This design comes from an exercise in tuning for small area, a short achievable clock period and few clock cycles per item on the open sky130 flow, not from production work.
At most, simulation tests tie the RTL to the original design; equivalence was not proved.
No functional check of the RTL was part of runs 1 and 2.

--- design/flow/design.v ---
package simonPkg;
	localparam int wordBits = 16;
	localparam int keyWords = 4;
	localparam int rounds = 32;
	localparam int perClk = 4;
	localparam int clks = (rounds + perClk - 1) / perClk;
	localparam int cntBits = (clks > 8) ? 4 : (clks > 4) ? 3 : (clks > 2) ? 2 : 1;
	localparam int lastRounds = rounds - perClk * (clks - 1);
	localparam int expLast = (28 + perClk - 1) / perClk - 1;
	localparam int expOff = 28 - perClk * expLast;
	localparam logic [61:0] zSeq =
		62'b11111010_00100101_01100001_11001101_11110100_01001010_11000011_100110;
	localparam logic [wordBits-1:0] keyConst = 16'hfffc;
endpackage
module simonTop
(
	input logic clk,
	input logic nR,
	input logic newData,
	input logic newKey,
	input logic readData,
	input logic [31:0] inData,
	input logic [7:0] infoIn,
	input logic [7:0] countIn,
	input logic [63:0] key,
	output logic [31:0] outData,
	output logic [7:0] infoOut,
	output logic [7:0] countOut,
	output logic doneData,
	output logic keyReady
);
	localparam int P = simonPkg::perClk;
	localparam int CB = simonPkg::cntBits;
	function automatic logic [15:0] roundF(logic [15:0] x);
		roundF = ({x[14:0], x[15]} & {x[7:0], x[15:8]}) ^ {x[13:0], x[15:14]};
	endfunction
	function automatic logic [63:0] roundsP(logic [31:0] s, logic [16*P-1:0] kw, int n);
		logic [15:0] a;
		logic [15:0] b;
		logic [15:0] t;
		a = s[31:16];
		b = s[15:0];
		roundsP = '0;
		for (int r = 0; r < P; r++)
		begin
			t = (b ^ kw[16*r +: 16]) ^ roundF(a);
			b = a;
			a = t;
			if (r == n - 1)
			begin
				roundsP[63:32] = {a, b};
			end
		end
		roundsP[31:0] = {a, b};
	endfunction
	function automatic logic [15:0] ror(logic [15:0] x, int n);
		ror = (x >> n) | (x << (16 - n));
	endfunction
	function automatic logic [16*(P+4)-1:0] stepP(logic [63:0] x, logic fwd, logic [P-1:0] zb);
		logic [16*(P+4)-1:0] q;
		logic [15:0] d1;
		logic [15:0] d3;
		q = '0;
		q[63:0] = x;
		for (int i = 0; i < P; i++)
		begin
			d1 = q[16*(i+1) +: 16] ^ ror(q[16*(i+1) +: 16], 1);
			d3 = q[16*(i+3) +: 16] ^ ror(q[16*(i+3) +: 16], 1);
			if (fwd)
			begin
				q[16*(i+4) +: 16] = q[16*i +: 16] ^ simonPkg::keyConst ^ {15'b0, zb[i]} ^ d1 ^ ror(d3, 3);
			end
			else
			begin
				q[16*(i+4) +: 16] = q[16*i +: 16] ^ simonPkg::keyConst ^ {15'b0, zb[i]} ^ ror(d1, 3) ^ d3;
			end
		end
		stepP = q;
	endfunction
	function automatic logic [63:0] revWords(logic [63:0] x);
		revWords = {x[15:0], x[31:16], x[47:32], x[63:48]};
	endfunction
	function automatic logic [P-1:0] zBits(logic [CB-1:0] c, logic fwd);
		int j;
		for (int s = 0; s < P; s++)
		begin
			j = P * int'(c) + s;
			if (!fwd)
			begin
				j = 27 - j;
			end
			zBits[s] = (j >= 0 && j < 62) ? simonPkg::zSeq[61 - j] : 1'b0;
		end
	endfunction
	logic prevData;
	logic prevKey;
	logic dataRise;
	logic keyRise;
	logic busy;
	logic waitE;
	logic running;
	logic expand;
	logic kLoad;
	logic eValid;
	logic resInS;
	logic startBlk;
	logic startEnc;
	logic [CB-1:0] cnt;
	logic [P-1:0] zb;
	logic [31:0] S;
	logic [7:0] sInfo;
	logic [7:0] sCount;
	logic [63:0] W;
	logic [63:0] K;
	logic [63:0] E;
	logic [16*(P+4)-1:0] QF;
	logic [16*(P+4)-1:0] QB;
	logic [16*(P+4)-1:0] Q;
	logic [63:0] RR;
	logic [31:0] RP;
	logic [31:0] RL;
	logic [31:0] RO;
	logic [31:0] O;
	logic [7:0] oInfo;
	logic [7:0] oCount;
	logic enc;
	logic lastCyc;
	logic expLast;
	logic finish;
	logic eWrite;
	assign dataRise = newData && !prevData;
	assign keyRise = newKey && !prevKey;
	assign enc = sInfo[6];
	assign running = busy && !waitE;
	assign lastCyc = (cnt == CB'(simonPkg::clks - 1));
	assign expLast = (cnt == CB'(simonPkg::expLast));
	assign finish = running && lastCyc && !doneData;
	assign startBlk = (dataRise && !busy && (infoIn[6] || eValid)) || (waitE && eValid);
	assign startEnc = infoIn[6] && !waitE;
	assign eWrite = !keyRise && expLast && ((expand && !kLoad) || (running && enc && !eValid));
	assign QF = stepP(W, 1'b1, zb);
	assign QB = stepP(W, 1'b0, zb);
	assign Q = (!running || enc) ? QF : QB;
	assign RR = roundsP(S, Q[16*P-1:0], simonPkg::lastRounds);
	assign RP = RR[31:0];
	assign RL = RR[63:32];
	assign RO = resInS ? S : RL;
	always_ff @(posedge clk or negedge nR)
	begin
		if (!nR)
		begin
			prevData <= 1'b0;
			prevKey <= 1'b0;
			busy <= 1'b0;
			waitE <= 1'b0;
			expand <= 1'b0;
			kLoad <= 1'b0;
			eValid <= 1'b0;
			resInS <= 1'b0;
			cnt <= '0;
			zb <= '0;
			keyReady <= 1'b0;
			doneData <= 1'b0;
		end
		else
		begin
			prevData <= newData;
			prevKey <= newKey;
			kLoad <= keyRise;
			if (startBlk)
			begin
				zb <= zBits('0, startEnc);
			end
			else if (kLoad)
			begin
				zb <= zBits('0, 1'b1);
			end
			else if (expand)
			begin
				zb <= zBits(cnt + CB'(1), 1'b1);
			end
			else
			begin
				zb <= zBits(cnt + CB'(1), enc);
			end
			if (eWrite)
			begin
				eValid <= 1'b1;
			end
			if (keyRise)
			begin
				expand <= 1'b1;
				eValid <= 1'b0;
				keyReady <= 1'b0;
				cnt <= '0;
			end
			else if (startBlk)
			begin
				busy <= 1'b1;
				waitE <= 1'b0;
				expand <= 1'b0;
				cnt <= '0;
			end
			else
			begin
				if (!busy && dataRise)
				begin
					busy <= 1'b1;
					waitE <= 1'b1;
				end
				if (kLoad)
				begin
					keyReady <= 1'b1;
				end
				else if (expand)
				begin
					cnt <= cnt + CB'(1);
					if (expLast)
					begin
						expand <= 1'b0;
						cnt <= '0;
					end
				end
				else if (running)
				begin
					if (!lastCyc)
					begin
						cnt <= cnt + CB'(1);
					end
					else if (finish)
					begin
						busy <= 1'b0;
						resInS <= 1'b0;
						cnt <= '0;
					end
					else
					begin
						resInS <= 1'b1;
					end
				end
			end
			if (finish)
			begin
				doneData <= 1'b1;
			end
			else if (readData)
			begin
				doneData <= 1'b0;
			end
		end
	end
	always_ff @(posedge clk)
	begin
		if (!busy)
		begin
			S <= infoIn[6] ? inData : {inData[15:0], inData[31:16]};
			sInfo <= infoIn;
			sCount <= countIn;
		end
		else if (running && !resInS)
		begin
			S <= lastCyc ? RL : RP;
		end
		if (keyRise)
		begin
			K <= key;
		end
		if (startBlk || kLoad)
		begin
			W <= (kLoad || startEnc) ? K : E;
		end
		else
		begin
			W <= Q[16*P +: 64];
		end
		if (eWrite)
		begin
			E <= revWords(Q[16*simonPkg::expOff +: 64]);
		end
		if (finish)
		begin
			O <= enc ? RO : {RO[15:0], RO[31:16]};
			oInfo <= sInfo ^ 8'h10;
			oCount <= sCount;
		end
	end
	assign outData = O;
	assign infoOut = oInfo;
	assign countOut = oCount;
endmodule
--- design/flow/flow/run.sh ---
#!/bin/bash
# The standard layout, with plain buf_1 cells as the port buffers
export BUFFER_PORTS_ARGS="-buffer_cell sky130_fd_sc_hd__buf_1"
bash standard.sh > standard.log 2>&1
--- design/flow/standard.sh ---
#!/bin/bash
# synth_recipe.tcl (not shown) runs the flow's synth.tcl, then flattens the netlist and writes it again
# the make line also repeats each setting of config.mk as NAME=value (left out here)
make -C /OpenROAD-flow-scripts/flow DESIGN_CONFIG=/design/flow/config.mk WORK_HOME=/design/flow/orfs CLKGATE_MAP_FILE= SYNTH_SCRIPT=/design/flow/synth_recipe.tcl "${@:-finish}"
--- design/flow/config.mk ---
export PLATFORM = sky130hd
export DESIGN_NAME = simonTop
export DESIGN_NICKNAME = simonTop
export VERILOG_FILES = /design/flow/design.v
export SDC_FILE = /design/flow/constraint.sdc
export NUM_CORES = 4
export LEC_CHECK = 0
export CAP_MARGIN = 20
export CORE_MARGIN = 2
export CORE_UTILIZATION = 50
export PLACE_DENSITY = 0.6
export SETUP_SLACK_MARGIN = 4
export SLEW_MARGIN = 20
--- design/flow/constraint.sdc ---
create_clock -name core_clock -period 7.0 [get_ports {clk}]
set_input_delay 1.4000 -clock core_clock [delete_from_list [all_inputs] [get_ports {clk}]]
set_output_delay 1.4000 -clock core_clock [all_outputs]
set_load 0.01 [all_outputs]
==> run notes, run 1 <==
outcome=complete, no violations; detailed-route DRC error count=0; antenna cells=0; Fmax=296 MHz; first-pass GRT wire length=93300 um; hold_buf cts=0; top_reg_cell synth=edfxtp_1; YS warnings=1; Num CTS Buffers=35; multiplexer share of the synthesized area=0.0546; placed instance area=21800 um2; gpl congestion=0.958; synthesized instance count=1819; clock sink count=305; unrepaired setup endpoints after global routing=true; total wire length=65100 um; Post-Layout Cell Count=2637; min Tclk post-route=3.38 ns; I/O Buffers=166; DR vias=15100; routed len/inst=24.7 um; Worst-Margin Slew=1.17 ns; Seq/Total Area, Yosys=0.403; Hold Violations, Final=0; vias per cell=5.73; Simple-Gate Fraction of Synth Area=0.0631; Max Transition Viols Final=0; synthesized area=20900 um2; worst path required time=7.27 ns; root buffer cell=clkbuf_16; CP Launch Type=flip-flop; Cells after DPL=2412; initial antenna violation count=0; chip width=208 um; Post-synth EDFFs=224; worst stage delay on the critical path=0.51 ns; Setup Total Neg Slack=0 ns; ANT nets after route=0; period utilisation layout=0.482; number of global-route vias before repair=14600; Mapped Avg Cell Area=11.5 um2; Worst slew margin=0.218; adder-cell share of the synthesized area=0.00957; design area=26200 um2; Final nets=2212; global-route usage over all layers=0.288; multi-input gate area in the final layout=13600 um2; WS Path Type=reg -> reg; CTS clock-pin slew for the worst setup and hold paths=0.06 ns; CP max FO=7; Clock Tree Buf Depth=3; largest net degree at the start of global routing=69; worst hold path type=reg -> reg; slowest stage cell on the critical path=edfxtp_1; initial DRC count=1266; CP endpoint kind=flip-flop; async set-reset flop share out of synthesis=0.0557; Initial Util=0.510; sequential cell area=8510 um2; maxcap violations=0; largest family of logic cells by synthesized area=XOR/XNOR gates; I/O pin count=167; total congestion overflow=0; row cnt=74; filler cell count=3140; post-synthesis xor/xnor area fraction=0.354; syn_nets=1952; CP Cell Sequence=buf_4, xor2_1, xnor3_2, nand2_1, xnor2_4, buf_4, xnor2_4, mux2i_1, a2bb2oi_2, xnor2_1, o21ai_0; clk latency of the worst-skew pair=0.56 ns; Setup violations, final=0; #FFs+latches synth=305; Die Area=43500 um2; Die Span Y=208 um; CTS tree=yes; critical path data arrival time=3.65 ns; skew final=0.0402 ns; 1st-pass router iterations=9; Area Growth Syn to Fin=25.2%; Synth cell types=67; layout cells sized above 1=0.260; Core Region=41000 um2; post-DP HPWL=47000 um; number of H-tree levels=2; Synth Area in Compound Gates=0.0885
placed cells by master (no fill, tap or decap), drive strengths merged, types with 3 or more instances in the layout:
master	count
nor3	10
inv	9
o211ai	10
a221oi	3
o22ai	4
dfxtp	64
dfrtp	17
edfxtp	224
a222oi	30
xnor3	69
nand3	11
clkbuf	49
clkinvlp	6
clkinv	12
xor3	11
nand2b	10
and2	5
mux2	4
nor2b	21
nand2	157
o32ai	4
o21ai	142
ha	16
or2	3
xnor2	416
buf	340
a22oi	4
a21oi	61
nor2	76
mux2i	105
a211oi	17
xor2	158
a21o	8
routing by layer:
layer / global-route usage / vias up / part of all wire
met1: 0.383 / 7496 / 0.41
met2: 0.479 / 640 / 0.49
met4: 0.105 / 0 / 0.040
met3: 0.0459 / 150 / 0.067
met5: 0 / - / 0
li1: - / 6833 / -
path summary, 6_finish.rpt:
check / start / to / slack (ns) / depth (start not counted)
max: S[20]$_DFFE_PP_ / O[1]$_DFFE_PP_ / 3.62 / 11
min: sInfo[0]$_DFFE_PN_ / oInfo[0]$_DFFE_PP_ / 0.41 / 0
max reg2reg: S[20]$_DFFE_PP_ / O[1]$_DFFE_PP_ / 3.62 / 11
min reg2reg: sInfo[0]$_DFFE_PN_ / oInfo[0]$_DFFE_PP_ / 0.41 / 0
max in group asynchronous: nR / busy$_DFFE_PN0N_ / 5.36 / 1
min in group asynchronous: nR / cnt[1]$_DFFE_PN0P_ / 0.99 / 1
through the flow:
stage | utilization | setup WS [ns] | hold slack, ns
4_1_cts | 0.605 | 3.73 | 0.416
5_1_grt | 0.638 | 3.52 | 0.422
3_3_place_gp | 0.532 | 3.28 | 0.401
2_1_floorplan | - | 3.67 | 0.400
3_5_place_dp | 0.533 | 3.28 | 0.405
6_report | 0.638 | 3.62 | 0.409
sequential cells by signal (all words and copies together) (netlist names), 3 cells and up:
register and flops:
S 32, sInfo 8, O 32, E 64, K 64, oInfo 8
cnt 3, oCount 8, zb 4, W 64, sCount 8
what timing repair did:
item / 4_1_cts / 5_1_grt
gates resized for setup: 192 / 148
gates cloned: 1 / 0
setup buffers: 88 / 72
pin swaps: 60 / 71
endpoints found under the setup margin: 273 / 140
kinds of logic after synthesis:
| logic type | Yosys count |
|---|---|
| compound gates | 298 |
| xor+xnor | 654 |
| fa+ha+maj | 16 |
| buf+inv | 132 |
| flops | 305 |
| mux | 111 |
| simple gates | 303 |
Yosys cell counts (4+ instances only):
library cell,n,area share
xnor2_4,13,0.017
and2_1,4,0.0012
inv_1,12,0.0022
xnor2_2,27,0.021
xnor3_1,58,0.062
xor3_1,11,0.013
nand2b_1,10,0.0030
a211oi_1,17,0.0061
nand2_1,154,0.028
a22oi_1,4,0.0014
a21oi_1,61,0.015
nor2_1,76,0.014
clkbuf_1,70,0.013
o21ai_1,18,0.0043
mux2i_1,105,0.050
buf_2,34,0.0081
a222oi_1,30,0.014
edfxtp_1,224,0.32
nand3_1,11,0.0026
ha_1,16,0.0096
xor2_1,149,0.062
nor2b_1,21,0.0063
a21o_1,8,0.0029
dfxtp_1,64,0.061
dfrtp_1,17,0.020
mux2_2,4,0.0022
xor2_2,7,0.0054
buf_1,8,0.0014
xnor3_2,11,0.013
xnor2_1,376,0.16
nor3_1,9,0.0022
o211ai_1,10,0.0036
o21ai_0,124,0.030
cell type report:
type                    count  share of cell area
repair buffers            342              0.0841
repair inverters            1            0.000191
clock buffers              47              0.0363
inverters                  12             0.00229
multi-input cells        1382               0.521
flip-flops and latches    305               0.325
well taps                 532              0.0254
clock inverters            16             0.00602
worst max-delay path: cells and delay by family (launching register included):
| kind | cells | cell delay, ns |
|---|---|---|
| buf+inv | 2 | 0.36 |
| mux | 1 | 0.31 |
| simple gates | 1 | 0.21 |
| xor+xnor | 5 | 1.19 |
| compound gates | 2 | 0.52 |
| flops | 1 | 0.51 |
==> run 2: changes to the inputs <==
--- a/design/flow/config.mk
+++ b/design/flow/config.mk
@@ -9,5 +9,5 @@
 export CORE_MARGIN = 2
 export CORE_UTILIZATION = 50
 export PLACE_DENSITY = 0.6
-export SETUP_SLACK_MARGIN = 4
+export SETUP_SLACK_MARGIN = 3.6
 export SLEW_MARGIN = 20
==> run 2 against run 1 <==
Net effect: flip-flop and latch count unchanged; synthesized area stayed put; die area unchanged; clock-buffer cell count increased by 4; synthesized cell count stayed put; sequential share of layout area rose by 3.2 points; register-to-register slack is essentially flat; highest routed layer is now met5; global-route usage is 0.36 points lower; setup slack gained 0.0031 ns.
==> run notes, run 2 <==
outcome=complete, no violations; Num CTS Buffers=35 (unchanged); worst hold slack=0.417 ns (+0.00766 ns); met1 GRT Util=0.374 (-0.00861); Seq/Total Area, Yosys=0.403 (unchanged); Die Area=43500 um2 (unchanged); CP Cell Sequence=xor2_2, xnor3_2, xor2_1, xnor3_2, xnor2_2, nor4b_4, nor3_2, xnor2_2, mux4_2; Fmax=296 MHz (about the same); maxcap violations=0 (unchanged); Final nets=2097 (-5.2%); synthesized instance count=1819 (unchanged); detailed-route DRC error count=0 (unchanged); Initial Util=0.510 (unchanged); setup ws final=3.63 ns (+0.00306 ns); ANT nets after route=0 (unchanged); I/O Buffers=166 (unchanged); top_reg_cell synth=edfxtp_1; CP max FO=5 (-2); vias per cell=5.65 (-1.4%); CTS clock-pin slew for the worst setup and hold paths=0.07 ns (about the same); DR vias=14300 (-5.7%); Worst-Margin Slew=0.918 ns (-0.255 ns); Synth cell types=67 (unchanged); Setup Total Neg Slack=0 ns (unchanged); commonest non-fill, non-tap cells in the layout=xnor2_1, edfxtp_1, buf_1, nand2_1, xor2_1; WS Path Type=reg -> reg; setup slack, reg-to-reg=3.63 ns (about the same); period utilisation layout=0.482 (about the same); Post-Layout Cell Count=2523 (-4.3%); worst path required time=7.29 ns (+0.02 ns); hold wc startpoint=sCount[1]$_DFFE_PN_; top post-synthesis cells by area=edfxtp_1, xnor2_1, xnor3_1; total congestion overflow=0 (unchanged); chip width=208 um (unchanged); clk latency of the worst-skew pair=0.57 ns (about the same); antenna cells=0 (unchanged); leading cell type in the layout, fill and taps excluded=xnor2_1; Mapped Avg Cell Area=11.5 um2 (unchanged); Cells after DPL=2413 (+0.041%); unrepaired setup endpoints after global routing=true; 1st-pass router iterations=9 (unchanged); Commonest cells post-synth=xnor2_1, edfxtp_1, nand2_1; routed len/inst=24.6 um (-0.40%); critical path data arrival time=3.66 ns (about the same); hold_buf cts=0 (unchanged); first-pass GRT wire length=91700 um (-1.7%); Worst R2R End=O[2]$_DFFE_PP_; largest net degree at the start of global routing=131 (+90%); async set-reset flop share out of synthesis=0.0557 (unchanged); post-DP HPWL=47400 um (+0.85%); design area=23700 um2 (-9.5%); r2r worst-path depth=9 (-2); Area Growth Syn to Fin=13.3%; Die Span Y=208 um (unchanged); initial DRC count=1253 (-1.0%); Buf/Inv on CP=0 (-2); met3 usage=0.0426 (-0.00332); post-synth top area share=0.322 (unchanged); Max Transition Viols Final=0 (unchanged); Worst slew margin=0.388 (+0.170); worst stage delay on the critical path=0.55 ns (+0.04 ns); Top Registers=E: 64 flops, K: 64 flops, W: 64 flops; Post-Place Worst Slack=3.18 ns (-0.100 ns); initial antenna violation count=1 (+1); CP Launch Type=flip-flop; delay-heaviest family, CP=XOR/XNOR gates; Setup violations, final=0 (unchanged); Post-synth EDFFs=224 (unchanged); Top Usage Layer GRT=met2; crit path capture=O[2]$_DFFE_PP_; placed instance area=21800 um2 (about the same); clock sink count=305 (unchanged); I/O pin count=167 (unchanged); synthesized area=20900 um2 (unchanged); worst hold path type=reg -> reg; min Tclk post-route=3.37 ns (-0.00306 ns); Worst Setup SP=S[10]$_DFFE_PP_; slowest stage cell on the critical path=xnor3_2; number of H-tree levels=2 (unchanged); CTS tree=yes; met2 usage in global routing=0.474 (-0.00438); count leader, synth=xnor2_1; Core Region=41000 um2 (unchanged); root buffer cell=clkbuf_16; skew final=0.0408 ns (+0.000545 ns); filler cell count=3509 (+12%); Clock Tree Buf Depth=3 (unchanged); CP endpoint kind=flip-flop; Hold Violations, Final=0 (unchanged); number of global-route vias before repair=14200 (-2.7%); gpl congestion=0.943 (-1.5%); syn_nets=1952 (unchanged); WP depth=9 (-2); total wire length=62000 um (-4.7%); layout cells sized above 1=0.132 (-0.128); YS warnings=1 (unchanged); #FFs+latches synth=305 (unchanged); Yosys top cell by area=edfxtp_1; row cnt=74 (unchanged); global-route usage over all layers=0.285 (-0.00360); r2r startpoint=S[10]$_DFFE_PP_; final core utilization=0.578 (-0.0607)
[run 2: per-layer routing]
layer,up-vias,part of all wire
met3,128,0.064
met5,-,0.00019
met4,2,0.039
met1,6933,0.41
met2,571,0.48
li1,6625,-
[run 2: cell families after synthesis]
family,count (synthesis),synth area share
multiplexers,111,0.0546
adder cells (fa/ha/maj),16,0.00957
buffers and inverters,132,0.0273
AND/OR/NAND/NOR,303,0.0631
XOR/XNOR,654,0.354
flip-flops,305,0.403
AO/OA/AOI/OAI,298,0.0885
[run 2: how the worst min path moves through the flow]
| stage | endpoint | slack, ns | cells after the start |
|---|---|---|---|
| after floorplan | oCount[0]$_DFFE_PP_ | 0.40 | 0 |
| after global placement | oInfo[3]$_DFFE_PP_ | 0.40 | 0 |
| after detailed placement | oCount[6]$_DFFE_PP_ | 0.40 | 0 |
| after CTS | oCount[6]$_DFFE_PP_ | 0.42 | 0 |
| after global routing | oCount[6]$_DFFE_PP_ | 0.42 | 0 |
| final | oCount[1]$_DFFE_PP_ | 0.42 | 0 |
[run 2: cell type report]
cell class | instances | area [um2] | share of cell area
Tap cell | 532 | 666 | 0.0281
Clock buffer | 51 | 966 | 0.0408
Sequential cell | 305 | 8450 | 0.357
Inverter | 12 | 48.8 | 0.00206
Clock inverter | 13 | 81.3 | 0.00343
Timing Repair Buffer | 228 | 1140 | 0.0482
Multi-Input combinational cell | 1382 | 12300 | 0.521
[run 2: repair_timing]
action / CTS / global route
endpoints found under the setup margin: 42 / 101
cloned: 0 / 0
gates resized for setup: 24 / 47
pin swaps: 6 / 14
buffers inserted: 17 / 28
==> run 3: changes to the inputs <==
--- a/design/flow/design.v
+++ b/design/flow/design.v
@@ -6,8 +6,6 @@
 	localparam int clks = (rounds + perClk - 1) / perClk;
 	localparam int cntBits = (clks > 8) ? 4 : (clks > 4) ? 3 : (clks > 2) ? 2 : 1;
 	localparam int lastRounds = rounds - perClk * (clks - 1);
-	localparam int expLast = (28 + perClk - 1) / perClk - 1;
-	localparam int expOff = 28 - perClk * expLast;
 	localparam logic [61:0] zSeq =
 		62'b11111010_00100101_01100001_11001101_11110100_01001010_11000011_100110;
 	localparam logic [wordBits-1:0] keyConst = 16'hfffc;
@@ -133,7 +131,7 @@
 	assign enc = sInfo[6];
 	assign running = busy && !waitE;
 	assign lastCyc = (cnt == CB'(simonPkg::clks - 1));
-	assign expLast = (cnt == CB'(simonPkg::expLast));
+	assign expLast = (cnt == CB'(28 / P));
 	assign finish = running && lastCyc && !doneData;
 	assign startBlk = (dataRise && !busy && (infoIn[6] || eValid)) || (waitE && eValid);
 	assign startEnc = infoIn[6] && !waitE;
@@ -275,16 +273,16 @@
 		end
 		if (eWrite)
 		begin
-			E <= revWords(Q[16*simonPkg::expOff +: 64]);
+			E <= revWords(W);
 		end
 		if (finish)
 		begin
-			O <= enc ? RO : {RO[15:0], RO[31:16]};
+			O <= RO;
 			oInfo <= sInfo ^ 8'h10;
 			oCount <= sCount;
 		end
 	end
-	assign outData = O;
+	assign outData = oInfo[6] ? O : {O[15:0], O[31:16]};
 	assign infoOut = oInfo;
 	assign countOut = oCount;
 endmodule
--- a/design/flow/config.mk
+++ b/design/flow/config.mk
@@ -9,5 +9,5 @@
 export CORE_MARGIN = 2
 export CORE_UTILIZATION = 50
 export PLACE_DENSITY = 0.6
-export SETUP_SLACK_MARGIN = 3.6
+export SETUP_SLACK_MARGIN = 4
 export SLEW_MARGIN = 20
==> run 3 against run 2 <==
Net effect: synthesized area is essentially flat; non-clock buffer count grew 122; critical path depth grew 1; critical endpoint is now O[31]$_DFFE_PP_; sequential share of layout area shrank 3.3 points; utilization grew 6.6 points; still clean; via count grew 5.8%; clock-buffer cell count grew 1; routed wire length grew 6.4%.
==> run notes, run 3 <==
Initial Util=0.509 (about the same); synthesized area=20900 um2 (about the same); CP endpoint kind=flip-flop; leading cell type in the layout, fill and taps excluded=xnor2_1; final core utilization=0.644 (+0.0661); top post-synthesis cells by area=edfxtp_1, xnor2_1, dfxtp_1; synthesized instance count=1813 (-0.33%); Final nets=2221 (+5.9%); first-pass GRT wire length=93400 um (+1.8%); outcome=complete, no violations; min Tclk post-route=3.20 ns (-0.173 ns); syn_nets=1945 (-0.36%); post-DP HPWL=45300 um (-4.5%); row cnt=74 (unchanged); vias per cell=5.69 (+0.76%); Worst-Margin Slew=0.928 ns (+0.00952 ns); Core Region=41000 um2 (unchanged); Max Transition Viols Final=0 (unchanged); period utilisation layout=0.457 (-0.0247); count leader, synth=xnor2_1; Worst slew margin=0.382 (-0.00635); filler cell count=3199 (-8.8%); clock sink count=305 (unchanged); Top Registers=E: 64 flops, K: 64 flops, W: 64 flops; I/O Buffers=166 (unchanged); Num CTS Buffers=37 (+5.7%); ANT nets after route=0 (unchanged); number of global-route vias before repair=14400 (+1.3%); CP Launch Type=flip-flop; number of H-tree levels=2 (unchanged); worst hold path type=reg -> reg; YS warnings=1 (unchanged); initial antenna violation count=0 (-1); clk latency of the worst-skew pair=0.56 ns (about the same); layout cells sized above 1=0.309 (+0.177); #FFs+latches synth=305 (unchanged); Fmax=312 MHz (+5.4%); CP Cell Sequence=xor2_1, xnor3_2, xnor2_4, xnor2_4, buf_12, xnor2_4, xnor2_4, xor2_1, or4_1, o221a_2; Crit path top cell by count=xnor2_4; gpl congestion=0.943 (about the same); CTS clock-pin slew for the worst setup and hold paths=0.06 ns (about the same); detailed-route DRC error count=0 (unchanged); worst hold slack=0.423 ns (+0.00645 ns); I/O pin count=167 (unchanged); Die Area=43400 um2 (about the same); CP max FO=4 (-1); placed instance area=21900 um2 (about the same); routed len/inst=24.9 um (+1.4%); skew final=0.0164 ns (-0.0244 ns); Setup violations, final=0 (unchanged); Clock Tree Buf Depth=3 (unchanged); Die Span Y=208 um (about the same); hold_buf cts=0 (unchanged); total congestion overflow=0 (unchanged); Seq/Total Area, Yosys=0.404 (about the same); Post-synth EDFFs=224 (unchanged); worst path required time=7.30 ns (about the same); global-route usage over all layers=0.291 (+0.00616); antenna cells=0 (unchanged); slowest stage cell on the critical path=edfxtp_1; top_reg_cell synth=edfxtp_1; 1st-pass router iterations=5 (-4); post-synth top area share=0.322 (about the same); total wire length=66000 um (+6.4%); Mapped Avg Cell Area=11.5 um2 (+0.28%); design area=26400 um2 (+11%); root buffer cell=clkbuf_16; async set-reset flop share out of synthesis=0.0557 (unchanged); largest net degree at the start of global routing=92 (-30%); Commonest cells post-synth=xnor2_1, edfxtp_1, xor2_1; Synth cell types=80 (+19%); Hold Violations, Final=0 (unchanged); critical path data arrival time=3.50 ns (-0.16 ns); CTS tree=yes; chip width=208 um (about the same); commonest non-fill, non-tap cells in the layout=xnor2_1, edfxtp_1, buf_1, buf_4, nand2_1; worst stage delay on the critical path=0.51 ns (-0.04 ns); maxcap violations=0 (unchanged); WS Path Type=reg -> reg; unrepaired setup endpoints after global routing=true; DR vias=15100 (+5.8%); Setup Total Neg Slack=0 ns (unchanged); initial DRC count=1441 (+15%); Area Growth Syn to Fin=26.4%; Yosys top cell by area=edfxtp_1
run 3: cell count changes after synthesis, moves of 13 or more:
| cell | change |
|---|---|
| mux2_2 | +49 |
| o21ai_0 | -42 |
| mux2i_1 | -38 |
| xnor3_1 | -35 |
| a222oi_1 | -27 |
| xnor2_2 | +25 |
| nand2_1 | -20 |
| a211oi_1 | +18 |
| o211ai_1 | +16 |
| a21oi_1 | +14 |
| nor2_1 | -14 |
| xnor2_1 | +13 |
run 3: metrics by stage:
step,instances,setup slack (ns)
2_1_floorplan,1813,2.17
3_3_place_gp,2417,3.07
3_5_place_dp,2417,2.99
4_1_cts,2554,3.84
5_1_grt,2648,3.73
6_report,2648,3.80
run 3: final timing paths:
check                                    start             endpoint  slack (ns)  cells past startpoint
max                            S[23]$_DFFE_PP_      O[31]$_DFFE_PP_        3.80                     10
min                        sCount[0]$_DFFE_PN_  oCount[0]$_DFFE_PP_        0.42                      0
max reg2reg                    S[23]$_DFFE_PP_      O[31]$_DFFE_PP_        3.80                     10
min reg2reg                sCount[0]$_DFFE_PN_  oCount[0]$_DFFE_PP_        0.42                      0
max in group asynchronous                   nR     busy$_DFFE_PN0N_        5.36                      1
min in group asynchronous                   nR   cnt[1]$_DFFE_PN0P_        0.96                      1
run 3: cell type report:
type | instances | area, um2 | area share
clock buffers | 52 | 1020 | 0.0388
multi-input cells | 1376 | 13500 | 0.512
clock inverters | 14 | 169 | 0.00640
repair buffers | 350 | 2400 | 0.0908
well taps | 532 | 666 | 0.0252
inverters | 19 | 85.1 | 0.00322
flip-flops and latches | 305 | 8540 | 0.324
run 3: repair_timing:
| action | CTS | global route |
|---|---|---|
| buffers inserted | 71 | 91 |
| endpoints found under the setup margin | 253 | 202 |
| cloned | 0 | 3 |
| resized for setup | 180 | 192 |
| pin swaps | 62 | 96 |
run 3: cells by family after synthesis:
group | count (synthesis) | synth area share
buf+inv | 132 | 0.0288
flops | 305 | 0.404
mux | 120 | 0.0607
xor+xnor | 654 | 0.344
compound gates | 289 | 0.0871
fa+ha+maj | 15 | 0.00898
simple gates | 298 | 0.0669
run 3: worst max-delay path: cells and delay by family, from the launching register on:
| family | cells | cell delay [ns] |
|---|---|---|
| buffers and inverters | 1 | 0.15 |
| and+or+nand+nor | 1 | 0.41 |
| xor gates and xnor gates | 7 | 1.72 |
| AOI/OAI and AO/OA | 1 | 0.14 |
| DFF | 1 | 0.51 |
run 3: routing by layer:
layer / part of all wire / vias to the layer above / global-route usage
met1: 0.43 / 7498 / 0.404
met5: 0 / - / 0
met2: 0.46 / 622 / 0.448
met3: 0.080 / 121 / 0.0611
met4: 0.032 / 0 / 0.112
li1: - / 6838 / -
Testbench counts of run 3, summed over its fixed seeds: cycles 3,584, items 384.
==> run 4: changes to the inputs <==
--- a/design/flow/config.mk
+++ b/design/flow/config.mk
@@ -9,5 +9,5 @@
 export CORE_MARGIN = 2
 export CORE_UTILIZATION = 50
 export PLACE_DENSITY = 0.6
-export SETUP_SLACK_MARGIN = 4
+export SETUP_SLACK_MARGIN = 3.6
 export SLEW_MARGIN = 20
==> run 4 against run 3 <==
Net effect: synthesized area unchanged; clock-buffer cell count is the same; global-route usage is 0.73 points lower.
==> run notes, run 4 <==
hold path endpoint=oInfo[1]$_DFFE_PP_; Synth Area in Compound Gates=0.0871 (unchanged); commonest non-fill, non-tap cells in the layout=xnor2_1, edfxtp_1, buf_1, nand2_1, xor2_1; Yosys top cell by area=edfxtp_1; worst stage delay on the critical path=0.56 ns (+0.05 ns); r2r worst-path depth=10 (unchanged); post-synth top area share=0.322 (unchanged); CTS tree=yes; Initial Util=0.509 (unchanged); total congestion overflow=0 (unchanged); Clock Tree Buf Depth=3 (unchanged); initial DRC count=1277 (-11%); unrepaired setup endpoints after global routing=true; Setup Total Neg Slack=0 ns (unchanged); worst path required time=7.45 ns (+0.15 ns); Worst-Margin Slew=1.14 ns (+0.209 ns); largest family of logic cells by synthesized area=XOR/XNOR gates; r2r startpoint=W[27]$_DFF_P_; WL met1=27000 um (-3.8%); syn_nets=1945 (unchanged); Buf/Inv on CP=1 (unchanged); Worst slew margin=0.237 (-0.145); synthesized area=20900 um2 (unchanged); Setup violations, final=0 (unchanged); Die Span Y=208 um (unchanged); CP Launch Type=flip-flop; number of global-route vias before repair=14100 (-2.3%); clock sink count=305 (unchanged); Seq/Total Area, Yosys=0.404 (unchanged); Hold Path Cell Cnt=0 (unchanged); adder-cell share of the synthesized area=0.00898 (unchanged); detailed-route DRC error count=0 (unchanged); Die Area=43400 um2 (unchanged); routed len/inst=24.6 um (-1.5%); #FFs+latches synth=305 (unchanged); gpl congestion=0.923 (-2.1%); Final nets=2082 (-6.3%); delay-heaviest family, CP=XOR/XNOR gates; antenna cells=0 (unchanged); top post-synthesis cells by area=edfxtp_1, xnor2_1, dfxtp_1; CP endpoint kind=flip-flop; clk latency of the worst-skew pair=0.56 ns (about the same); Fmax=292 MHz (-6.6%); hold_buf cts=0 (unchanged); Mapped Avg Cell Area=11.5 um2 (unchanged); 1st-pass router iterations=5 (unchanged); setup slack, reg-to-reg=3.57 ns (-0.23 ns); vias per cell=5.69 (about the same); outcome=complete, no violations; skew final=0.0229 ns (+0.00649 ns); I/O Buffers=166 (unchanged); leading cell type in the layout, fill and taps excluded=xnor2_1; multiplexer share of the synthesized area=0.0607 (unchanged); WS Path Type=reg -> reg; CTS clock-pin slew for the worst setup and hold paths=0.07 ns (about the same); critical path data arrival time=3.87 ns (+0.37 ns); top_reg_cell synth=edfxtp_1; initial antenna violation count=0 (unchanged); Crit path top cell by count=xnor2_1; max layer used=met4; first-pass GRT wire length=90900 um (-2.6%); Core Region=41000 um2 (unchanged); period utilisation layout=0.490 (+0.0325); row cnt=74 (unchanged); Worst R2R End=W[62]$_DFF_P_; Synth cell types=80 (unchanged); total wire length=61600 um (-6.7%); async set-reset flop share out of synthesis=0.0557 (unchanged); post-DP HPWL=45100 um (-0.54%); CP max FO=6 (+2); Commonest cells post-synth=xnor2_1, edfxtp_1, xor2_1; slowest stage cell on the critical path=dfxtp_1; min Tclk post-route=3.43 ns (+0.227 ns); root buffer cell=clkbuf_16; largest net degree at the start of global routing=70 (-24%); Hold Violations, Final=0 (unchanged); count leader, synth=xnor2_1; Cells after DPL=2416 (-0.041%); ANT nets after route=0 (unchanged); worst hold path type=reg -> reg; synthesized instance count=1813 (unchanged); layout cells sized above 1=0.167 (-0.141); Max Transition Viols Final=0 (unchanged); Post-Layout Cell Count=2510 (-5.2%); Simple-Gate Fraction of Synth Area=0.0669 (unchanged); global-route usage over all layers=0.284 (-0.00734); hold wc startpoint=sInfo[1]$_DFFE_PN_; Top Registers=E: 64 flops, K: 64 flops, W: 64 flops; Post-synth EDFFs=224 (unchanged); I/O pin count=167 (unchanged); chip width=208 um (unchanged); met2 WL=28200 um (-7.7%); Num CTS Buffers=37 (unchanged); Area Growth Syn to Fin=12.8%; YS warnings=1 (unchanged); post-synthesis xor/xnor area fraction=0.344 (unchanged); WL met3=4680 um (-11%); maxcap violations=0 (unchanged); CP Cell Sequence=buf_4, xnor2_2, xnor2_1, xnor2_2, xnor2_1, xnor2_1, xor2_1, xnor2_1, xnor2_1, a222oi_1; number of H-tree levels=2 (unchanged); DR vias=14300 (-5.2%)
-- run 4: cell families after synthesis --
family	count (synthesis)
multiplexers	120
XOR/XNOR	654
adder cells (fa/ha/maj)	15
AO/OA/AOI/OAI	289
buffers and inverters	132
flip-flops	305
AND/OR/NAND/NOR	298
-- run 4: layer usage --
metal,vias up,global-route usage
met5,-,0
met4,0,0.0876
met3,93,0.0513
met1,7085,0.400
met2,542,0.445
li1,6569,-
-- run 4: final cells by class --
class                      count  area (um2)
fill                        3541       17500
inverter                      19        76.3
clock buffer                  52        1040
clock inverter                15         169
multi-input combinational   1377       12200
tap                          532         666
sequential                   305        8470
timing repair buffer         210         975
-- run 4: per-stage QoR --
step	instance area, um2	setup slack (ns)	util	hold WS (ns)
floorplan	20900	2.17	-	0.400
global placement	21800	2.91	0.533	0.400
detailed placement	21800	2.78	0.533	0.405
CTS	23200	3.60	0.565	0.416
global route	23600	3.49	0.575	0.419
finish	23600	3.57	0.575	0.418
-- run 4: worst max-delay path by stage --
| stage | to | depth (start not counted) | slack, ns | startpoint |
|---|---|---|---|---|
| floorplan | E[0]$_DFFE_PP_ | 3 | 2.17 | newKey |
| global placement | W[59]$_DFF_P_ | 7 | 2.91 | infoIn[6] |
| detailed placement | W[62]$_DFF_P_ | 7 | 2.78 | infoIn[6] |
| CTS | W[48]$_DFF_P_ | 8 | 3.60 | W[49]$_DFF_P_ |
| global route | W[62]$_DFF_P_ | 7 | 3.49 | W[24]$_DFF_P_ |
| finish | W[62]$_DFF_P_ | 10 | 3.57 | W[27]$_DFF_P_ |
-- run 4: what timing repair did --
item / 4_1_cts / 5_1_grt
gates cloned: 1 / 0
setup endpoints to repair: 118 / 107
resized for setup: 20 / 42
pin swaps: 2 / 4
setup buffers: 3 / 23
==> run 5: changes to the inputs <==
--- a/design/flow/config.mk
+++ b/design/flow/config.mk
@@ -5,9 +5,10 @@
 export SDC_FILE = /design/flow/constraint.sdc
 export NUM_CORES = 4
 export LEC_CHECK = 0
+export ABC_CLOCK_PERIOD_IN_PS = 3000
 export CAP_MARGIN = 20
 export CORE_MARGIN = 2
 export CORE_UTILIZATION = 50
 export PLACE_DENSITY = 0.6
-export SETUP_SLACK_MARGIN = 3.6
+export SETUP_SLACK_MARGIN = 3.8
 export SLEW_MARGIN = 20
==> run 5 against run 4 <==
Net effect: non-clock buffer count increased by 45; global-route usage about the same; setup slack gained 0.20 ns; clock skew fell by 0.0069 ns; still clean; flip-flop and latch count did not move; synthesized cell count is the same; first-iteration DRC count is 8.9% higher.
==> run notes, run 5 <==
outcome=complete, no violations; antenna cells=0 (unchanged); Top Registers=E: 64 flops, K: 64 flops, W: 64 flops; Die Area=43400 um2 (unchanged); I/O pin count=167 (unchanged); Seq/Total Area, Yosys=0.404 (unchanged); Num CTS Buffers=36 (-2.7%); Setup violations, final=0 (unchanged); Worst-Margin Slew=0.960 ns (-0.177 ns); skew final=0.0160 ns (-0.00691 ns); worst hold slack=0.416 ns (-0.00205 ns); Yosys top cell by area=edfxtp_1; initial antenna violation count=0 (unchanged); Setup Total Neg Slack=0 ns (unchanged); sequential cell area=8500 um2 (+0.41%); async set-reset flop share out of synthesis=0.0557 (unchanged); maxcap violations=0 (unchanged); leading cell type in the layout, fill and taps excluded=xnor2_1; worst hold path type=reg -> reg; post-DP HPWL=45300 um (+0.45%); synthesized instance count=1813 (unchanged); synthesized area=20900 um2 (unchanged); Hold Violations, Final=0 (unchanged); Top Usage Layer GRT=met2; total wire length=63300 um (+2.7%); Clock Tree Buf Depth=3 (unchanged); setup slack, reg-to-reg=3.78 ns (+0.20 ns); unrepaired setup endpoints after global routing=true; hold path endpoint=oInfo[0]$_DFFE_PP_; Initial Util=0.509 (unchanged); chip width=208 um (unchanged); ANT nets after route=0 (unchanged); root buffer cell=clkbuf_16; number of global-route vias before repair=14100 (+0.33%); largest net degree at the start of global routing=71 (+1.4%); Die Span Y=208 um (unchanged); CTS clock-pin slew for the worst setup and hold paths=0.07 ns (about the same); 1st-pass router iterations=8 (+3); DR vias=14400 (+0.90%); period utilisation layout=0.461 (-0.0291); Max Transition Viols Final=0 (unchanged); Mapped Avg Cell Area=11.5 um2 (unchanged); initial DRC count=1391 (+8.9%); vias per cell=5.64 (-0.87%); first-pass GRT wire length=90600 um (-0.39%); Final nets=2128 (+2.2%); r2r worst-path depth=9 (-1); met2 usage in global routing=0.447 (+0.00196); Area Growth Syn to Fin=17.3%; CP endpoint kind=flip-flop; YS warnings=1 (unchanged); WS Path Type=reg -> reg; critical path data arrival time=3.68 ns (-0.19 ns); global-route usage over all layers=0.284 (about the same); top_reg_cell synth=edfxtp_1; syn_nets=1945 (unchanged); detailed-route DRC error count=0 (unchanged); Commonest cells post-synth=xnor2_1, edfxtp_1, xor2_1; layout cells sized above 1=0.220 (+0.0526); worst path required time=7.46 ns (about the same); clk latency of the worst-skew pair=0.56 ns (about the same); hold_buf cts=0 (unchanged); gpl congestion=0.944 (+2.4%); setup ws final=3.78 ns (+0.203 ns); filler cell count=3429 (-3.2%); clock sink count=305 (unchanged); CTS tree=yes; count leader, synth=xnor2_1; row cnt=74 (unchanged); number of H-tree levels=2 (unchanged); routed len/inst=24.8 um (+0.88%); Fmax=310 MHz (+6.3%); r2r startpoint=W[62]$_DFF_P_; post-synth top area share=0.322 (unchanged); Worst R2R End=W[62]$_DFF_P_; hold wc startpoint=sInfo[0]$_DFFE_PN_; met3 usage=0.0651 (+0.0137); #FFs+latches synth=305 (unchanged); Post-Place Worst Slack=2.80 ns (+0.0179 ns); total congestion overflow=0 (unchanged); top post-synthesis cells by area=edfxtp_1, xnor2_1, dfxtp_1; commonest non-fill, non-tap cells in the layout=xnor2_1, edfxtp_1, buf_1, nand2_1, xor2_1; CP Launch Type=flip-flop; min Tclk post-route=3.22 ns (-0.203 ns); met1 GRT Util=0.393 (-0.00676); Synth cell types=80 (unchanged); Core Region=41000 um2 (unchanged); I/O Buffers=166 (unchanged); Post-synth EDFFs=224 (unchanged); multi-input gate area in the final layout=12700 um2 (+4.2%); Worst Setup SP=W[62]$_DFF_P_; CP max FO=7 (+1); Worst slew margin=0.358 (+0.121); Hold Path Cell Cnt=0 (unchanged)
-- run 5: cell counts after synthesis --
No cell type changed its count.
-- run 5: kinds of logic after synthesis --
group	synth area share
XOR/XNOR	0.344
AND/OR/NAND/NOR	0.0669
buffers and inverters	0.0288
multiplexers	0.0607
flip-flops	0.404
AO/OA/AOI/OAI	0.0871
adder cells (fa/ha/maj)	0.00898
-- run 5: how the worst max path moves through the flow --
stage	slack (ns)	to
after CTS	3.80	S[16]$_DFFE_PP_
final	3.78	W[62]$_DFF_P_
after global placement	2.89	W[62]$_DFF_P_
after global routing	3.74	O[31]$_DFFE_PP_
after floorplan	2.17	E[0]$_DFFE_PP_
after detailed placement	2.80	W[59]$_DFF_P_
-- run 5: per-stage QoR --
| stage | cells | cell area (um2) | util |
|---|---|---|---|
| final | 2555 | 24500 | 0.598 |
| after global routing | 2555 | 24500 | 0.598 |
| after CTS | 2506 | 23600 | 0.575 |
| after detailed placement | 2414 | 21800 | 0.532 |
| after global placement | 2414 | 21800 | 0.532 |
| after floorplan | 1813 | 20900 | - |
-- run 5: area by class of cell --
class	instances	share of cell area
timing repair buffer	255	0.0549
clock inverter	24	0.0116
sequential	305	0.347
multi-input combinational	1379	0.517
clock buffer	41	0.0388
tap	532	0.0271
inverter	19	0.00342
-- run 5: timing repair --
action | in CTS | in global routing
buffers inserted | 26 | 46
cloned | 1 | 2
endpoints found under the setup margin | 219 | 123
gates resized for setup | 64 | 98
pin swaps | 11 | 30
-- run 5: worst max-delay path, cell delays in order, from the launching register on --
cell	delay (ns)
dfxtp_1	0.67
xnor2_2	0.17
xnor2_1	0.48
xnor2_4	0.24
xnor2_1	0.20
xnor2_1	0.44
xor2_1	0.33
xnor2_1	0.13
xnor2_1	0.13
a222oi_1	0.32
-- run 5: routing by layer --
| layer | part of all wire | wire length, um | vias to the layer above |
|---|---|---|---|
| met5 | 0 | 0 | - |
| met3 | 0.081 | 5110 | 85 |
| li1 | - | - | 6652 |
| met4 | 0.022 | 1410 | 0 |
| met1 | 0.43 | 27500 | 7112 |
| met2 | 0.46 | 29300 | 569 |
==> run 6: changes to the inputs <==
==> design/flow/config.mk (replaced) <==
export PLATFORM = sky130hd
export DESIGN_NAME = simonTop
export DESIGN_NICKNAME = simonTop
export VERILOG_FILES = /design/flow/design.v
export SDC_FILE = /design/flow/constraint.sdc
export NUM_CORES = 4
export LEC_CHECK = 0
export CAP_MARGIN = 20
export CORE_MARGIN = 2
export CORE_UTILIZATION = 65
export PLACE_DENSITY = 0.75
export SETUP_SLACK_MARGIN = 3.8
export SLEW_MARGIN = 20
==> run 6 against run 5 <==
Net effect: still clean; clock skew rose by 0.0061 ns; utilization grew 17 points; die area shrank 23%; cell count down 4.9%; setup slack got worse by 0.0054 ns; synthesized area unchanged.
==> run notes, run 6 <==
initial antenna violation count=1 (+1); chip width=183 um (-12%); top_reg_cell synth=edfxtp_1; met2 usage in global routing=0.548 (+0.100); count leader, synth=xnor2_1; syn_nets=1945 (unchanged); first-pass GRT wire length=87200 um (-3.7%); Worst R2R End=S[16]$_DFFE_PP_; Die Span Y=183 um (-12%); Area Growth Syn to Fin=16.1%; YS warnings=1 (unchanged); Crit path top cell by count=a21oi_1; synthesized instance count=1813 (unchanged); total wire length=61000 um (-3.6%); initial DRC count=1695 (+22%); layout cells sized above 1=0.221 (+0.000661); gpl congestion=0.976 (+3.4%); hold_buf cts=0 (unchanged); CTS clock-pin slew for the worst setup and hold paths=0.06 ns (about the same); Initial Util=0.661 (+0.151); skew final=0.0221 ns (+0.00612 ns); setup slack, reg-to-reg=3.77 ns (about the same); hold path endpoint=oInfo[2]$_DFFE_PP_; period utilisation layout=0.461 (+0.000773); worst path required time=7.24 ns (-0.22 ns); Core Region=31600 um2 (-23%); Worst-Margin Slew=1.17 ns (+0.209 ns); number of global-route vias before repair=14200 (+0.79%); r2r worst-path depth=9 (unchanged); Fmax=310 MHz (-0.17%); Worst slew margin=0.220 (-0.137); vias per cell=6.13 (+8.6%); critical path data arrival time=3.47 ns (-0.21 ns); Num CTS Buffers=35 (-2.8%); Max Transition Viols Final=0 (unchanged); total congestion overflow=0 (unchanged); r2r startpoint=S[26]$_DFFE_PP_; Clock Tree Buf Depth=3 (unchanged); ANT nets after route=0 (unchanged); slowest stage cell on the critical path=edfxtp_1; Seq/Total Area, Yosys=0.404 (unchanged); min Tclk post-route=3.23 ns (+0.00541 ns); commonest non-fill, non-tap cells in the layout=xnor2_1, edfxtp_1, buf_1, nand2_1, xor2_1; global-route usage over all layers=0.353 (+0.0692); Mapped Avg Cell Area=11.5 um2 (unchanged); filler cell count=2101 (-39%); CP endpoint kind=flip-flop; Commonest cells post-synth=xnor2_1, edfxtp_1, xor2_1; clock sink count=305 (unchanged); I/O Buffers=166 (unchanged); row cnt=65 (-12%); unrepaired setup endpoints after global routing=true; worst stage delay on the critical path=0.59 ns (-0.08 ns); maxcap violations=0 (unchanged); post-DP HPWL=42500 um (-6.2%); Top Usage Layer GRT=met2; Hold Path Cell Cnt=0 (unchanged); worst hold path type=reg -> reg; root buffer cell=clkbuf_16; 1st-pass router iterations=6 (-2); Hold Violations, Final=0 (unchanged); CP max FO=9 (+2); Synth cell types=80 (unchanged); Setup violations, final=0 (unchanged); post-synth top area share=0.322 (unchanged); Buf/Inv on CP=0 (unchanged); async set-reset flop share out of synthesis=0.0557 (unchanged); Setup Total Neg Slack=0 ns (unchanged); detailed-route DRC error count=0 (unchanged); met1 GRT Util=0.494 (+0.101); synthesized area=20900 um2 (unchanged); outcome=complete, no violations; routed len/inst=25.1 um (+1.4%); Final nets=2131 (+0.14%); delay-heaviest family, CP=XOR/XNOR gates; Top Registers=E: 64 flops, K: 64 flops, W: 64 flops; top post-synthesis cells by area=edfxtp_1, xnor2_1, dfxtp_1; Yosys top cell by area=edfxtp_1; clk latency of the worst-skew pair=0.53 ns (-0.03 ns); Die Area=33600 um2 (-23%); DR vias=14900 (+3.3%); #FFs+latches synth=305 (unchanged); I/O pin count=167 (unchanged); CP Launch Type=flip-flop; Post-synth EDFFs=224 (unchanged); hold wc startpoint=sInfo[2]$_DFFE_PN_; number of H-tree levels=2 (unchanged); met3 usage=0.0834 (+0.0183); CTS tree=yes; WS Path Type=reg -> reg; CP Cell Sequence=nand2_1, xnor3_2, xnor2_2, xnor2_4, xnor3_1, o32ai_1, a21oi_1, xnor2_1, a21oi_1; leading cell type in the layout, fill and taps excluded=xnor2_1; largest net degree at the start of global routing=93 (+31%)
-- run 6: metrics by stage --
| stage | instances | util | cell area (um2) | hold slack, ns | setup WS, ns |
|---|---|---|---|---|---|
| 2_1_floorplan | 1813 | - | 20900 | 0.400 | 2.17 |
| 3_3_place_gp | 2281 | 0.685 | 21700 | 0.401 | 3.00 |
| 3_5_place_dp | 2281 | 0.685 | 21700 | 0.405 | 2.91 |
| 4_1_cts | 2370 | 0.742 | 23500 | 0.415 | 3.72 |
| 5_1_grt | 2428 | 0.767 | 24300 | 0.424 | 3.71 |
| 6_report | 2429 | 0.767 | 24300 | 0.415 | 3.77 |
-- run 6: what timing repair did --
| action | 4_1_cts | 5_1_grt |
|---|---|---|
| setup buffers | 24 | 55 |
| pin swaps | 16 | 25 |
| endpoints found under the setup margin | 205 | 86 |
| gates cloned | 1 | 2 |
| gates resized for setup | 85 | 68 |
-- run 6: how the worst max path moves through the flow --
stage	start	end	slack, ns	depth (start not counted)
global route	S[26]$_DFFE_PP_	O[23]$_DFFE_PP_	3.71	9
detailed placement	infoIn[6]	W[62]$_DFF_P_	2.91	7
global placement	infoIn[6]	W[62]$_DFF_P_	3.00	7
finish	S[26]$_DFFE_PP_	S[16]$_DFFE_PP_	3.77	9
CTS	S[3]$_DFFE_PP_	O[23]$_DFFE_PP_	3.72	10
floorplan	newKey	E[0]$_DFFE_PP_	2.17	3
-- run 6: cells by family after synthesis --
logic type / synth area share
mux: 0.0607
simple gates: 0.0669
compound gates: 0.0871
flops: 0.404
fa+ha+maj: 0.00898
xor+xnor: 0.344
buf+inv: 0.0288
-- run 6: final cells by class --
class | count | area [um2] | area share
Multi-Input combinational cell | 1379 | 12600 | 0.519
Sequential cell | 305 | 8500 | 0.350
Timing Repair Buffer | 259 | 1420 | 0.0585
Clock buffer | 48 | 998 | 0.0411
Tap cell | 402 | 503 | 0.0207
Clock inverter | 16 | 166 | 0.00686
Inverter | 19 | 82.6 | 0.00340
Antenna cell | 1 | 2.50 | 0.000103
-- run 6: layer usage --
| metal | vias up | wire, um |
|---|---|---|
| met2 | 823 | 28000 |
| met1 | 7265 | 24500 |
| met5 | - | 0 |
| met3 | 145 | 6540 |
| met4 | 0 | 1970 |
| li1 | 6654 | - |
==> run 7: changes to the inputs <==
--- a/design/flow/config.mk
+++ b/design/flow/config.mk
@@ -8,6 +8,7 @@
 export CAP_MARGIN = 20
 export CORE_MARGIN = 2
 export CORE_UTILIZATION = 65
+export CTS_BUF_LIST = sky130_fd_sc_hd__clkbuf_4 sky130_fd_sc_hd__clkbuf_8
 export PLACE_DENSITY = 0.75
 export SETUP_SLACK_MARGIN = 3.8
 export SLEW_MARGIN = 20
==> run 7 against run 6 <==
Net effect: sequential share of layout area up 0.076 points; clock skew rose by 0.017 ns; critical path type unchanged; largest cell class unchanged.
==> run notes, run 7 <==
Fmax=310 MHz (about the same); Core Region=31600 um2 (unchanged); WS Path Type=reg -> reg; 1st-pass router iterations=7 (+1); commonest non-fill, non-tap cells in the layout=xnor2_1, edfxtp_1, buf_1, nand2_1, xor2_1; multi-input gate area in the final layout=12600 um2 (-0.16%); hold path endpoint=oCount[0]$_DFFE_PP_; Seq/Total Area, Yosys=0.404 (unchanged); Num CTS Buffers=51 (+46%); largest family of logic cells by synthesized area=XOR/XNOR gates; largest net degree at the start of global routing=93 (unchanged); adder-cell share of the synthesized area=0.00898 (unchanged); sequential cell area=8500 um2 (about the same); min Tclk post-route=3.23 ns (-0.0000500 ns); initial DRC count=1652 (-2.5%); synthesized area=20900 um2 (unchanged); Hold Violations, Final=0 (unchanged); Clock Tree Buf Depth=3 (unchanged); Setup Total Neg Slack=0 ns (unchanged); top_reg_cell synth=edfxtp_1; Setup violations, final=0 (unchanged); CTS clock-pin slew for the worst setup and hold paths=0.06 ns (about the same); Mapped Avg Cell Area=11.5 um2 (unchanged); worst path required time=7.35 ns (+0.11 ns); Area Growth Syn to Fin=15.8%; row cnt=65 (unchanged); maxcap violations=0 (unchanged); critical path data arrival time=3.58 ns (+0.11 ns); post-DP HPWL=42500 um (unchanged); multiplexer share of the synthesized area=0.0607 (unchanged); I/O Buffers=166 (unchanged); post-synthesis xor/xnor area fraction=0.344 (unchanged); #FFs+latches synth=305 (unchanged); placed instance area=21700 um2 (unchanged); Hold Path Cell Cnt=0 (unchanged); initial antenna violation count=0 (-1); ANT nets after route=0 (unchanged); setup slack, reg-to-reg=3.77 ns (about the same); Simple-Gate Fraction of Synth Area=0.0669 (unchanged); number of H-tree levels=2 (unchanged); skew final=0.0394 ns (+0.0173 ns); filler cell count=2115 (+0.67%); total wire length=61300 um (+0.40%); vias per cell=6.11 (-0.25%); worst hold slack=0.417 ns (+0.00260 ns); Worst R2R End=S[16]$_DFFE_PP_; Die Span Y=183 um (unchanged); period utilisation layout=0.461 (about the same); unrepaired setup endpoints after global routing=true; synthesized instance count=1813 (unchanged); clock sink count=305 (unchanged); YS warnings=1 (unchanged); Post-Layout Cell Count=2452 (+0.95%); DR vias=15000 (+0.69%); syn_nets=1945 (unchanged); count leader, synth=xnor2_1; Die Area=33600 um2 (unchanged); routed len/inst=25.0 um (-0.54%); Yosys top cell by area=edfxtp_1; Cells after DPL=2281 (unchanged); chip width=183 um (unchanged); post-synth top area share=0.322 (unchanged); I/O pin count=167 (unchanged); CTS tree=yes; design area=24200 um2 (-0.23%); r2r startpoint=S[27]$_DFFE_PP_; top post-synthesis cells by area=edfxtp_1, xnor2_1, dfxtp_1; leading cell type in the layout, fill and taps excluded=xnor2_1; CP endpoint kind=flip-flop; detailed-route DRC error count=0 (unchanged); Synth cell types=80 (unchanged); worst hold path type=reg -> reg; layout cells sized above 1=0.232 (+0.0116); antenna cells=0 (-1); CP Launch Type=flip-flop; Commonest cells post-synth=xnor2_1, edfxtp_1, xor2_1; Top Registers=E: 64 flops, K: 64 flops, W: 64 flops; outcome=complete, no violations; r2r worst-path depth=10 (+1); hold_buf cts=0 (unchanged); gpl congestion=0.976 (unchanged); first-pass GRT wire length=88400 um (+1.4%); Worst-Margin Slew=1.24 ns (+0.0680 ns); Post-synth EDFFs=224 (unchanged); Worst slew margin=0.175 (-0.0454); CP max FO=5 (-4); Synth Area in Compound Gates=0.0871 (unchanged); global-route usage over all layers=0.358 (+0.00518); Max Transition Viols Final=0 (unchanged); number of global-route vias before repair=14300 (+0.84%); total congestion overflow=0 (unchanged); Final nets=2139 (+0.38%); hold wc startpoint=sCount[0]$_DFFE_PN_; clk latency of the worst-skew pair=0.65 ns (+0.12 ns); async set-reset flop share out of synthesis=0.0557 (unchanged); Initial Util=0.661 (unchanged); root buffer cell=clkbuf_8
==> run 7: cell counts after synthesis <==
No cell type changed its count.
==> run 7: metrics by stage <==
stage / util / worst slack [ns]
5_1_grt: 0.765 / 3.68
3_5_place_dp: 0.685 / 2.91
2_1_floorplan: - / 2.17
4_1_cts: 0.738 / 3.77
3_3_place_gp: 0.685 / 3.00
6_report: 0.765 / 3.77
==> run 7: cell families after synthesis <==
logic type	after synthesis
xor+xnor	654
flops	305
compound gates	289
fa+ha+maj	15
buf+inv	132
simple gates	298
mux	120
==> run 7: worst max path at each step <==
stage,startpoint,end,cells past startpoint
2_1_floorplan,newKey,E[0]$_DFFE_PP_,3
3_3_place_gp,infoIn[6],W[62]$_DFF_P_,7
3_5_place_dp,infoIn[6],W[62]$_DFF_P_,7
4_1_cts,W[11]$_DFF_P_,S[16]$_DFFE_PP_,9
5_1_grt,S[25]$_DFFE_PP_,O[22]$_DFFE_PP_,10
6_report,S[27]$_DFFE_PP_,S[16]$_DFFE_PP_,10
==> run 7: cell type report <==
| cell class | instances | area share |
|---|---|---|
| Clock buffer | 69 | 0.0351 |
| Clock inverter | 27 | 0.0111 |
| Inverter | 19 | 0.00341 |
| Multi-Input combinational cell | 1379 | 0.519 |
| Sequential cell | 305 | 0.351 |
| Tap cell | 402 | 0.0208 |
| Timing Repair Buffer | 251 | 0.0593 |
==> run 7: worst max-delay path: stages, from the launching register on <==
cell and delay, ns:
edfxtp_1 0.46, buf_4 0.20, and2_1 0.20, xnor3_2 0.43, nand2_2 0.16, xnor2_4 0.33
xnor3_1 0.49, o32ai_1 0.17, a21oi_1 0.10, xnor2_1 0.31, a21oi_1 0.12
==> run 7: timing repair <==
item | in CTS | in global routing
setup buffers | 17 | 52
gates cloned | 2 | 4
endpoints found under the setup margin | 238 | 72
resized for setup | 82 | 89
pin swaps | 12 | 22
==> run 7: routing by layer <==
| layer | global-route usage | routed length, um | share of wire | up-vias |
|---|---|---|---|---|
| met5 | 0 | 0 | 0 | - |
| met4 | 0.124 | 1750 | 0.028 | 0 |
| met3 | 0.0737 | 5830 | 0.095 | 121 |
| met2 | 0.549 | 28000 | 0.46 | 791 |
| met1 | 0.509 | 25700 | 0.42 | 7389 |
| li1 | - | - | - | 6689 |

separate check: timing with driven ports:
No port has a modelled driver above. Below, the same layouts with a new extraction and two added sets of constraints.
Step 1 assumes that a clkbuf_16 drives the clock port and a buf_2 every other input.
Step 2 also shifts input and output timing later by t, the mid clock arrival at the registers, as if the neighbouring blocks saw the same clock.
a / b / c = ideal ports / drivers / drivers and shift; a / b = the first two.
| run | shift t [ns] | slack for setup (ns) | pins driven straight from the clock port |
|---|---|---|---|
| run 1 | 0.601 | 3.623 / 3.623 / 3.623 | 1 |
| run 2 | 0.613 | 3.626 / 3.626 / 3.379 | 1 |
| run 3 | 0.611 | 3.799 / 3.769 / 3.474 | 1 |
| run 4 | 0.605 | 3.572 / 3.572 / 3.181 | 1 |
| run 5 | 0.607 | 3.775 / 3.775 / 3.312 | 1 |
| run 6 | 0.574 | 3.770 / 3.770 / 3.375 | 1 |
| run 7 | 0.683 | 3.770 / 3.751 / 3.263 | 1 |
After both steps every run listed still meets setup and hold. The setup slack of run 7, which loses most, moves by -0.019 ns with the drivers and by -0.507 ns with both steps.
